Context: an optimization exercise on an open-source flow, tuned for small area. The choices shown serve that exercise and are no tape-out recipe.
The RTL was checked by simulation tests, not by an equivalence proof against the original design.
Power is estimated from default activity; no workload was simulated.

build 57:
// intensity_reflector_cluster_detect
module intensity_reflector_cluster_detect
(
    input  logic        clk,
    input  logic        rst_n,
    input  logic        cfg_we,
    input  logic [2:0]  cfg_index,
    input  logic [22:0] cfg_data,
    input  logic        beam_valid,
    output logic        beam_stall,
    input  logic [15:0] beam_intensity,
    input  logic [15:0] beam_range_mm,
    input  logic        beam_range_finite,
    input  logic        beam_last,
    output logic        result_valid,
    input  logic        result_stall,
    output logic [19:0] result_center_index_q8,
    output logic [11:0] result_peak_index,
    output logic [11:0] result_start_index,
    output logic [11:0] result_end_index,
    output logic [15:0] result_peak_intensity,
    output logic [15:0] result_center_range_mm
);
    function automatic logic cmp_ge(input logic [28:0] a, input logic [28:0] b, input logic c0);
        logic c;
        c = c0;
        for (int i = 0; i < 29; i++)
            c = (a[i] & ~b[i]) | (c & (a[i] | ~b[i]));
        cmp_ge = c;
    endfunction
    function automatic logic [29:0] rip_add(input logic [28:0] a, input logic [28:0] b, input logic c0);
        logic [29:0] s;
        logic        c;
        c = c0;
        for (int i = 0; i < 29; i++)
        begin
            s[i] = a[i] ^ b[i] ^ c;
            c    = (a[i] & b[i]) | (a[i] & c) | (b[i] & c);
        end
        s[29] = c;
        rip_add = s;
    endfunction
    localparam logic [2:0] S_IDLE  = 3'd0;
    localparam logic [2:0] S_CLR   = 3'd1;    
    localparam logic [2:0] S_ACC   = 3'd2;    
    localparam logic [2:0] S_ACPT  = 3'd3;    
    localparam logic [2:0] S_ACPTC = 3'd4;    
    localparam logic [2:0] S_MUL   = 3'd5;    
    localparam logic [2:0] S_DIV   = 3'd6;    
    localparam logic [2:0] S_PRES  = 3'd7;    
    logic [15:0] thr_q;
    logic [12:0] minp_q;
    logic [15:0] span_q;
    logic [22:0] wmin_q;
    logic [22:0] wmax_q;
    logic [17:0] step_q;
    logic [15:0] lo_q;
    logic [15:0] hi_q;
    logic [7:0]  cfg_en;
    always_comb
    begin
        cfg_en = 8'd0;
        if (cfg_we)
            cfg_en[cfg_index] = 1'b1;
        if (!rst_n)
            cfg_en = 8'hFF;
    end
    always_ff @(posedge clk)
    begin
        if (cfg_en[0]) thr_q  <= rst_n ? cfg_data[15:0] : 16'd45;
        if (cfg_en[1]) minp_q <= rst_n ? cfg_data[12:0] : 13'd5;
  ...
For scale: about 350 flip-flops, ~160 I/O pins, roughly 0.020 mm² of cells after synthesis.
export LEC_CHECK = 0
export CAP_MARGIN = 20
export CORE_MARGIN = 2
export CORE_UTILIZATION = 40
export CTS_BUF_LIST = sky130_fd_sc_hd__clkbuf_4
export SLEW_MARGIN = 20
create_clock -name core_clock -period 9.0 [get_ports {clk}]
run.sh (not shown) runs the stock make flow with config.mk's settings and CLKGATE_MAP_FILE= SYNTH_SCRIPT=/design/flow/synth_recipe.tcl, a recipe that flattens the netlist after the stock synthesis.
The inputs of build 54 differ from those of build 57 as listed below.
==> flow/flow/run.sh (new file) <==
#!/bin/bash
# Own layout flow: the standard layout (standard.sh, unchanged synthesis
# and steps), with the port buffers made from the smallest buffer cell.
# Runs in the work folder; make's full output goes to flow_make.log there,
# and ORFS keeps each step's own log under orfs/logs.
set -uo pipefail
export BUFFER_PORTS_ARGS="-buffer_cell sky130_fd_sc_hd__buf_1"
bash standard.sh > flow_make.log 2>&1
==> flow/standard.sh (new file) <==
#!/bin/bash
# synth_recipe.tcl (not shown) runs the flow's synth.tcl, then flattens the netlist and writes it again
# the make line also repeats each setting of config.mk as NAME=value (left out here)
make -C /OpenROAD-flow-scripts/flow DESIGN_CONFIG=/design/flow/config.mk WORK_HOME=/design/flow/orfs CLKGATE_MAP_FILE= SYNTH_SCRIPT=/design/flow/synth_recipe.tcl "${@:-finish}"
--- a/flow/config.mk
+++ b/flow/config.mk
@@ -10,3 +10,5 @@
 export CORE_UTILIZATION = 40
-export CTS_BUF_LIST = sky130_fd_sc_hd__clkbuf_4
+export CTS_BUF_LIST = sky130_fd_sc_hd__clkbuf_16
+export CTS_CLUSTER_DIAMETER = 80
+export CTS_CLUSTER_SIZE = 20
 export SLEW_MARGIN = 20
removed: flow/run.sh
- The flow did not stop early for build 57: all stages ran, and the layout cleared the timing, design-rule and antenna checks.
- Build 54: all stages complete, timing, DRC and antenna checks passed
- Comparing build 54 with build 57, the fmax came out essentially unchanged.
- The worst hold slack of build 57 and that of build 54 are within noise of each other.
- Build 54 — sequential cell area share 2.9 points higher, build 57 as reference
- The worst setup slack number comes out higher for build 57 vs build 54.
- Area growth from synthesis to final layout in build 54 is 7.3 points lower than in build 57
- The estimated power of build 54 ends up lower than the estimate for build 57.
- Die outline width: build 54 vs build 57 identical
- [compare] base=build 57 new=build 54: first-pass GRT wire length lower; wire length on met2 fell by 1100 µm; clock buffer instance count of the final layout now sits lower.
diff inputs: build 54 => build 68
--- a/flow/config.mk
+++ b/flow/config.mk
@@ -7,5 +7,5 @@
 export LEC_CHECK = 0
-export CAP_MARGIN = 20
+export CAP_MARGIN = 0
 export CORE_MARGIN = 2
-export CORE_UTILIZATION = 40
+export CORE_UTILIZATION = 65
 export CTS_BUF_LIST = sky130_fd_sc_hd__clkbuf_16
@@ -13,2 +13,2 @@
 export CTS_CLUSTER_SIZE = 20
-export SLEW_MARGIN = 20
+export SLEW_MARGIN = 0
Notes after the runs:
- Side by side, number of nets in the finished design turned out lower in build 68 than in build 54.
- Die boundary height: build 54 and build 68 compared, lower one is build 68
- For number of clock-tree buffers in the layout, dividing the value from build 68 by the value from build 54 gives 0.846.
- Relative to build 54, global placement routability congestion increased by about 7% in build 68.
- Delta(first-pass GRT wire length, build 68 - build 54) < 0
- Build 68 against build 54: fraction of standard cell area in multi-input logic picked up an extra 1.1 points; count of standard-cell rows lost 18; via count picked up an extra 210.

port drivers added, routing unchanged:
In the flow no input, the clock included, has a driving cell. The finished layouts below were timed again as built, in two steps. Step 1: set_driving_cell puts a clkbuf_16 on clk and a buf_2 on each other input, an assumption about the parent block. Step 2 times the ports against the registers' clock, not the clock port: input delays grow and output delays shrink by t, the midpoint of the rising clock arrivals with the driver on. a / b / c = no drivers / after step 1 / after step 2; a / b = the first two.
run | t, ns | slack for setup (ns) | hold slack, ns | clock arrival spread, ns | cell pins on the clock port's net
build 57 | 0.900 | 1.393 / 1.393 / 1.393 | 0.420 / 0.420 / 0.420 | 0.075 / 0.075 | 1
build 54 | 0.629 | 1.376 / 1.376 / 1.376 | 0.420 / 0.420 / 0.420 | 0.049 / 0.049 | 1
build 68 | 0.587 | 0.942 / 0.942 / 0.942 | 0.421 / 0.421 / 0.421 | 0.016 / 0.016 | 1
After both steps every run listed still meets setup and hold.
